From an optimization exercise on the open Yosys and OpenROAD flow, aimed at small area, a short achievable clock period and few clock cycles per item; shortcuts taken in it are not production practice.
Function was checked by simulation only, so behaviour that the tests miss may differ from the original.
Power figures rest on the tool's default switching activity, not on a simulated workload.

==> flow/design.v <==
package rsa_pkg;
    localparam int DEF_WIDTH = 32;
    localparam int DEF_LIMBS = 4;
    localparam int MAX_OPW = 4096;
    typedef enum logic [1:0] {
        ST_IDLE,
        ST_ISSUE,
        ST_DRAIN,
        ST_DONE
    } state_t;
    function automatic logic [MAX_OPW-1:0] limb_sel(
        input logic [MAX_OPW-1:0] vec,
        input logic [31:0]        idx,
        input logic [31:0]        width
    );
        limb_sel = vec >> (idx * width);
    endfunction
endpackage
module mp_mul_retire_pipe #(
    parameter int TW = 3
) (
    input  logic          clk_i,
    input  logic          rst_i,
    input  logic          in_vld_i,
    input  logic [TW-1:0] in_tag_i,
    output logic          out_vld_o,
    output logic [TW-1:0] out_tag_o
);
    logic [1:0]    vld_q;
    logic [TW-1:0] tag0_q;
    logic [TW-1:0] tag1_q;
    always_ff @(posedge clk_i) begin
        if (rst_i) begin
            vld_q  <= '0;
            tag0_q <= '0;
            tag1_q <= '0;
        end else begin
            vld_q  <= {vld_q[0], in_vld_i};
            tag0_q <= in_tag_i;
            tag1_q <= tag0_q;
        end
    end
    assign out_vld_o = vld_q[1];
    assign out_tag_o = tag1_q;
endmodule
module mp_mul_sched #(
    parameter int WIDTH = rsa_pkg::DEF_WIDTH,
    parameter int LIMBS = rsa_pkg::DEF_LIMBS
) (
    input  logic                     clk,
    input  logic                     rst,
    input  logic                     start,
    input  logic [LIMBS*WIDTH-1:0]   op_a,
    input  logic [LIMBS*WIDTH-1:0]   op_b,
    output logic                     busy,
    output logic                     done,
    output logic [2*LIMBS*WIDTH-1:0] result,
    output logic [WIDTH-1:0]         mul_a,
    output logic [WIDTH-1:0]         mul_b,
    input  logic [WIDTH-1:0]         mul_lo,
    input  logic [WIDTH-1:0]         mul_hi
);
    localparam int OPW   = LIMBS * WIDTH;
    localparam int RW    = 2 * OPW;
    localparam int NPAIR = LIMBS * LIMBS;
    localparam int KW    = $clog2(NPAIR + 1);
    localparam int TW    = $clog2(2 * LIMBS);
    rsa_pkg::state_t           state_q, state_d;
    logic [OPW-1:0]   a_q, a_d;
    logic [OPW-1:0]   b_q, b_d;
    logic [KW-1:0]    k_q, k_d;
    logic [KW-1:0]    r_q, r_d;
    logic [RW-1:0]    acc_q, acc_d;
    logic [WIDTH-1:0] mul_a_q, mul_a_d;
    logic [WIDTH-1:0] mul_b_q, mul_b_d;
    logic             iss_vld_q, iss_vld_d;
    logic [TW-1:0]    iss_tag_q, iss_tag_d;
    logic             ret_vld;
    logic [TW-1:0]    ret_tag;
    logic [rsa_pkg::MAX_OPW-1:0] src_a, src_b;
    logic [31:0]        kk, ii, jj;
    logic [WIDTH-1:0]   pair_a, pair_b;
    logic [TW-1:0]      pair_tag;
    logic [RW-1:0]      prod_ext;
    logic [31:0]        shamt;
    mp_mul_retire_pipe #(
        .TW (TW)
    ) u_retire (
        .clk_i     (clk),
        .rst_i     (rst),
        .in_vld_i  (iss_vld_q),
        .in_tag_i  (iss_tag_q),
        .out_vld_o (ret_vld),
        .out_tag_o (ret_tag)
    );
    always_comb begin
        src_a = '0;
        src_b = '0;
        if (state_q == rsa_pkg::ST_ISSUE) begin
            src_a[OPW-1:0] = a_q;
            src_b[OPW-1:0] = b_q;
            kk             = 32'(k_q);
        end else begin
            src_a[OPW-1:0] = op_a;
            src_b[OPW-1:0] = op_b;
            kk             = '0;
        end
        ii       = kk / LIMBS;
        jj       = kk % LIMBS;
        pair_a   = WIDTH'(rsa_pkg::limb_sel(src_a, jj, WIDTH));
        pair_b   = WIDTH'(rsa_pkg::limb_sel(src_b, ii, WIDTH));
        pair_tag = TW'(ii + jj);
    end
    always_comb begin
        prod_ext              = '0;
        prod_ext[2*WIDTH-1:0] = {mul_hi, mul_lo};
        shamt                 = 32'(ret_tag) * WIDTH;
    end
    always_comb begin
        state_d   = state_q;
        a_d       = a_q;
        b_d       = b_q;
        k_d       = k_q;
        r_d       = r_q;
        acc_d     = acc_q;
        mul_a_d   = '0;
        mul_b_d   = '0;
        iss_vld_d = 1'b0;
        iss_tag_d = '0;
        if (ret_vld) begin
            acc_d = acc_q + (prod_ext << shamt);
            r_d   = r_q + KW'(1);
        end
        case (state_q)
            rsa_pkg::ST_IDLE, rsa_pkg::ST_DONE: begin
                if (start) begin
                    a_d       = op_a;
                    b_d       = op_b;
                    acc_d     = '0;
                    r_d       = '0;
                    k_d       = KW'(1);
                    mul_a_d   = pair_a;
                    mul_b_d   = pair_b;
                    iss_vld_d = 1'b1;
                    iss_tag_d = pair_tag;
                    state_d   = rsa_pkg::ST_ISSUE;
                end else begin
                    state_d = rsa_pkg::ST_IDLE;
                end
            end
            rsa_pkg::ST_ISSUE: begin
                if (k_q == KW'(NPAIR)) begin
                    state_d = rsa_pkg::ST_DRAIN;
                end else begin
                    mul_a_d   = pair_a;
                    mul_b_d   = pair_b;
                    iss_vld_d = 1'b1;
                    iss_tag_d = pair_tag;
                    k_d       = k_q + KW'(1);
                end
            end
            rsa_pkg::ST_DRAIN: begin
                if (ret_vld && (r_q == KW'(NPAIR - 1))) begin
                    state_d = rsa_pkg::ST_DONE;
                end
            end
            default: state_d = rsa_pkg::ST_IDLE;
        endcase
    end
    always_ff @(posedge clk) begin
        if (rst) begin
            state_q   <= rsa_pkg::ST_IDLE;
            a_q       <= '0;
            b_q       <= '0;
            k_q       <= '0;
            r_q       <= '0;
            acc_q     <= '0;
            mul_a_q   <= '0;
            mul_b_q   <= '0;
            iss_vld_q <= 1'b0;
            iss_tag_q <= '0;
        end else begin
            state_q   <= state_d;
            a_q       <= a_d;
            b_q       <= b_d;
            k_q       <= k_d;
            r_q       <= r_d;
            acc_q     <= acc_d;
            mul_a_q   <= mul_a_d;
            mul_b_q   <= mul_b_d;
            iss_vld_q <= iss_vld_d;
            iss_tag_q <= iss_tag_d;
        end
    end
    assign busy   = (state_q == rsa_pkg::ST_ISSUE) || (state_q == rsa_pkg::ST_DRAIN);
    assign done   = (state_q == rsa_pkg::ST_DONE);
    assign result = acc_q;
    assign mul_a  = mul_a_q;
    assign mul_b  = mul_b_q;
endmodule
==> flow/run.sh <==
#!/bin/bash
# synth_recipe.tcl (not shown) runs the flow's synth.tcl, then flattens the netlist and writes it again
# the make line also repeats each setting of config.mk as NAME=value (left out here)
make -C /OpenROAD-flow-scripts/flow DESIGN_CONFIG=/design/flow/config.mk WORK_HOME=/design/flow/orfs CLKGATE_MAP_FILE= SYNTH_SCRIPT=/design/flow/synth_recipe.tcl finish
==> flow/config.mk <==
export PLATFORM = sky130hd
export DESIGN_NAME = mp_mul_sched
export DESIGN_NICKNAME = mp_mul_sched
export VERILOG_FILES = /design/flow/design.v
export SDC_FILE = /design/flow/constraint.sdc
export NUM_CORES = 4
export LEC_CHECK = 0
export CAP_MARGIN = 20
export CORE_MARGIN = 2
export CORE_UTILIZATION = 40
export SETUP_SLACK_MARGIN = 0.2
export SLEW_MARGIN = 20
==> flow/constraint.sdc <==
create_clock -name core_clock -period 7.0 [get_ports {clk}]
set_input_delay 1.4000 -clock core_clock [delete_from_list [all_inputs] [get_ports {clk}]]
set_output_delay 1.4000 -clock core_clock [all_outputs]
set_load 0.01 [all_outputs]
==> tab_implementation.tex <==
\begin{tabular}{lr}
\hline
Metric & Value \\
\hline
\multicolumn{2}{l}{\textbf{Outcome}} \\
\quad Run status & timing/DRC/antenna clean \\
\multicolumn{2}{l}{\textbf{Clock tree}} \\
\quad Root buffer cell & clkbuf\_16 \\
\quad Inserted Clock Buffers & 72 \\
\quad Clock tree from TritonCTS & yes \\
\quad Clock edge transition at the registers on the reported setup and hold paths & 0.06 ns \\
\quad Clock latency on the worst-skew pair & between 0.7 and 0.8 ns \\
\quad CTS max path bufs & 3 \\
\quad Number of setup buffers added after CTS & 0 \\
\quad Total clock sinks & 600 \\
\quad H-tree Lvls & 3 \\
\multicolumn{2}{l}{\textbf{GRT}} \\
\quad Residual overflow from global routing & 0 \\
\quad Number of global-route vias before repair & 49,180 \\
\quad All-layer global routing usage & 42.04\% \\
\quad Maximum number of pins on one net before global-route repair & 258 \\
\quad Initial antenna violation count & 23 \\
\quad First-pass GRT wire length & 354,200 µm \\
\multicolumn{2}{l}{\textbf{Timing}} \\
\quad Final setup violation count & 0 \\
\quad Setup repair after global routing missed its margin & false \\
\quad Total count of hold-check failures in the final report & 0 \\
\quad Tmin final & 6.677 ns \\
\quad Fin crit share & 95.38\% \\
\quad Worst clock skew & about 0.07 ns \\
\quad Slew at the pin closest to its max-slew limit & 1.088 ns \\
\quad Number of max-slew violations in the final report & 0 \\
\quad Relative max-transition margin & 26.81\% \\
\quad F\_max & 149.8 MHz \\
\quad Smallest hold slack & $\sim$0.4 ns \\
\multicolumn{2}{l}{\textbf{Worst hold path}} \\
\quad Type of the worst min-delay path & flip-flop to flip-flop \\
\multicolumn{2}{l}{\textbf{Pwr}} \\
\quad Static Leakage & between 0.02 and 0.025 µW \\
\quad Overall power & 11,200 µW \\
\quad P per Cell Area & between 150 and 200 nW/µm² \\
\quad Peak VDD IR & 0.2981 mV \\
\multicolumn{2}{l}{\textbf{Cells and area}} \\
\quad Synthesis-to-finish area growth & 27.55\% \\
\quad Count of placed standard cells in the final layout, fillers left out & 8,498 \\
\quad Fill count & between 10,000 and 15,000 \\
\quad Leading cell types in the layout, fill and taps excluded & nand2\_1, a21oi\_1, nor2\_1, clkdlybuf4s50\_1, dfxtp\_1 \\
\quad Net count reported at finish & 7,528 \\
\quad Share of post-route cells with drive strength above 1 & 8.432\% \\
\quad Share of the core filled with cells in the final layout & 51.58\% \\
\quad Most common cell after layout, fill and taps aside & nand2\_1 \\
\multicolumn{2}{l}{\textbf{Routing}} \\
\quad WL per Instance & 29.79 µm \\
\quad Post-detailed-route DRC marker count & 0 \\
\quad Routed via count divided by cell count & 6.219 \\
\quad Number of detailed-route iterations in the first pass & 9 \\
\quad Remaining antenna violation count & 0 \\
\quad Routed Wire Length & 253,100 µm \\
\quad Initial detailed-routing violation count & 6,417 \\
\quad Via count & roughly 53,000 \\
\multicolumn{2}{l}{\textbf{Critical path}} \\
\quad Delay-heaviest family, CP & simple AND/OR/NAND/NOR gates \\
\quad Reg2reg setup slack & 0.43 ns \\
\quad CP Cell Sequence & clkdlybuf4s50\_1, a22oi\_1, nor2\_1, ha\_1, nand2\_1, nor4\_1, nand4\_1, buf\_4, or3\_1, o32ai\_1, buf\_4, nor4\_1, a21oi\_1, buf\_4, a31o\_2, a41oi\_1, xor2\_1, o21ai\_0 \\
\quad Critical-path top delay cell & nor4\_1 \\
\quad Slowest Stage Delay on Critical Path & 0.93 ns \\
\quad Critical path's most frequent cell & buf\_4 \\
\quad Critical path required time & 7.56 ns \\
\quad Worst Setup Path Type & input port to flip-flop \\
\quad Capturing element type of the critical path & flip-flop \\
\quad Element type at the critical path start & input port \\
\quad Bufs and invs on worst path & 4 \\
\quad Max FO, Critical Path & 6 \\
\quad Data arrival time at the worst-slack endpoint & between 7 and 8 ns \\
\multicolumn{2}{l}{\textbf{Yosys}} \\
\quad Register area share after synthesis & 26.81\% \\
\quad Number of nets produced by synthesis & 6,855 \\
\quad Avg Synthesized Cell Area & 7.150 µm² \\
\quad Mapped cell area & around 45,000 µm² \\
\quad Area fraction of the dominant cell type after synthesis & 26.81\% \\
\quad Synthesized netlist cell count & 6,267 \\
\quad Fraction of registers with async set/reset & 0\% \\
\quad Cell accounting for the most synthesized area & dfxtp\_1 \\
\quad Largest cells by area after synthesis & dfxtp\_1, a21oi\_1, nand2\_1 \\
\quad Primary flip-flop cell chosen by synthesis mapping & dfxtp\_1 \\
\quad Number of flops mapped to enable cells by yosys & 0 \\
\quad Post-synthesis cell type count & 85 \\
\quad Register bit count reported by yosys & 600 \\
\quad Yosys warning count & 2 \\
\multicolumn{2}{l}{\textbf{Floorplan}} \\
\quad Number of placement rows & 122 \\
\quad Top-level port count & 645 \\
\quad Core region area & 110,800 µm² \\
\quad Starting Density & 40.43\% \\
\quad Die Area & 114,700 µm² \\
\quad Die W & 338.7 µm \\
\quad Die height & 338.7 µm \\
\multicolumn{2}{l}{\textbf{Place}} \\
\quad Port bufs & 644 \\
\quad Detail Placement HPWL & roughly 210,000 µm \\
\quad Cell total after placement & $\sim$8,400 \\
\quad Placer congestion estimate & 1.172 \\
\multicolumn{2}{l}{\textbf{Run}} \\
\quad Number of violations of the max-capacitance limit & 0 \\
\hline
\end{tabular}
[cell type report]
class                   instances  area, µm²  share of cell area [%]
clock buffers                  99       2083                   3.645
clock inverters                32      543.0                  0.9500
well taps                    1488       1862                   3.257
inverters                      97      364.1                  0.6370
repair buffers               1002       9261                   16.20
multi-input cells            5167      30990                   54.22
diodes                         13      32.53                 0.05692
flip-flops and latches        600      12020                   21.03
[cell families after synthesis]
group / after synthesis / share of synthesized area [%]
AO/OA/AOI/OAI: 1932 / 25.71
XOR/XNOR: 229 / 4.476
adder cells (fa/ha/maj): 265 / 7.433
buffers and inverters: 500 / 4.255
flip-flops: 600 / 26.81
multiplexers: 285 / 7.263
AND/OR/NAND/NOR: 2456 / 24.06
[worst register-to-register path: cells and delay by family, from the launching register on]
kind            cells  cell delay (ns)
compound gates      9             2.49
simple gates        5             1.74
buf+inv             5             1.10
flops               1             0.64
fa+ha+maj           1             0.46
[cells in the mapped netlist (31+ instances only)]
cell,n
mux2i_1,252
o31ai_1,40
inv_1,97
a211oi_1,57
a22oi_1,37
o21a_1,47
nor4_1,49
a21oi_1,835
o211ai_1,31
nor3_1,94
xnor2_1,107
nand3_1,67
a31oi_1,42
nor2b_1,50
nand2_1,1045
clkbuf_1,360
a21o_1,83
nand2b_1,34
a21boi_0,34
dfxtp_1,600
mux4_2,32
and2_1,50
nand4_1,194
xor2_1,122
o21ai_0,457
nor2_1,751
o21bai_1,73
ha_1,263
a22o_1,38
[final timing paths]
check / start / endpoint / depth (start not counted)
setup / recovery: mul_lo[13] / acc_q[161]$_SDFF_PP0_ / 18
hold / removal: u_retire.tag0_q[1]$_SDFF_PP0_ / u_retire.tag1_q[1]$_SDFF_PP0_ / 1
setup reg to reg: u_retire.tag1_q[1]$_SDFF_PP0_ / acc_q[229]$_SDFF_PP0_ / 20
hold reg to reg: u_retire.tag0_q[1]$_SDFF_PP0_ / u_retire.tag1_q[1]$_SDFF_PP0_ / 1
[flip-flops by register name, indices dropped and copies added, names as in the netlist]
register	count
state_q	2
mul_a_q	32
u_retire.tag0_q	3
k_q	5
u_retire.tag1_q	3
iss_tag_q	3
iss_vld_q	1
r_q	5
acc_q	256
b_q	128
u_retire.vld_q	2
a_q	128
mul_b_q	32
[timing repair]
action | in CTS | in global routing
resized for setup | 0 | 3
setup endpoints to repair | 0 | 5
hold buffers | 0 | 0
[where the power goes]
part	internal, µW	switching, µW
combinational	1100	1940
sequential	3810	204
clock	2450	1700
[through the flow]
stage / TNS, ns / area (µm²) / worst slack [ns]
detailed placement: -0.9651 / 54450 / -0.3278
global placement: -3.624 / 54440 / -0.7424
CTS: 0 / 57080 / 0.3389
finish: 0 / 57160 / 0.3233
floorplan: 0 / 44810 / 2.304
global route: 0 / 57130 / 0.2659
[metal layers]
layer	part of all wire [%]	GRT usage [%]	vias up
met4	7.2	25.26	22
li1	-	-	23830
met2	42	63.68	3082
met1	40	52.91	25240
met5	0.058	0	-
met3	11	11.91	679
Testbench counts, summed over its fixed seeds: cycles 18,240, items 960.

## what the ideal ports hide
Ports are ideal in the flow. The routed layout listed here was re-timed in OpenROAD. Step 1 sets driving cells, clkbuf_16 on the clock port and buf_2 on the other inputs (assumed; they add their load-dependent delay and slew). Step 2 also shifts input and output timing later by t, the mid clock arrival at the registers, as if the neighbouring blocks saw the same clock. Slacks: ideal ports / drivers / drivers and shift; pairs: ideal ports / drivers.
t, ns: 0.757
setup WS [ns]: 0.323 / 0.383 / -0.374
pins driven straight from the clock port: 1
Met with ideal ports but missed after step 2: setup timing in this run. For this run, drivers alone change the setup slack by +0.060 ns; drivers and shift together by -0.697 ns.
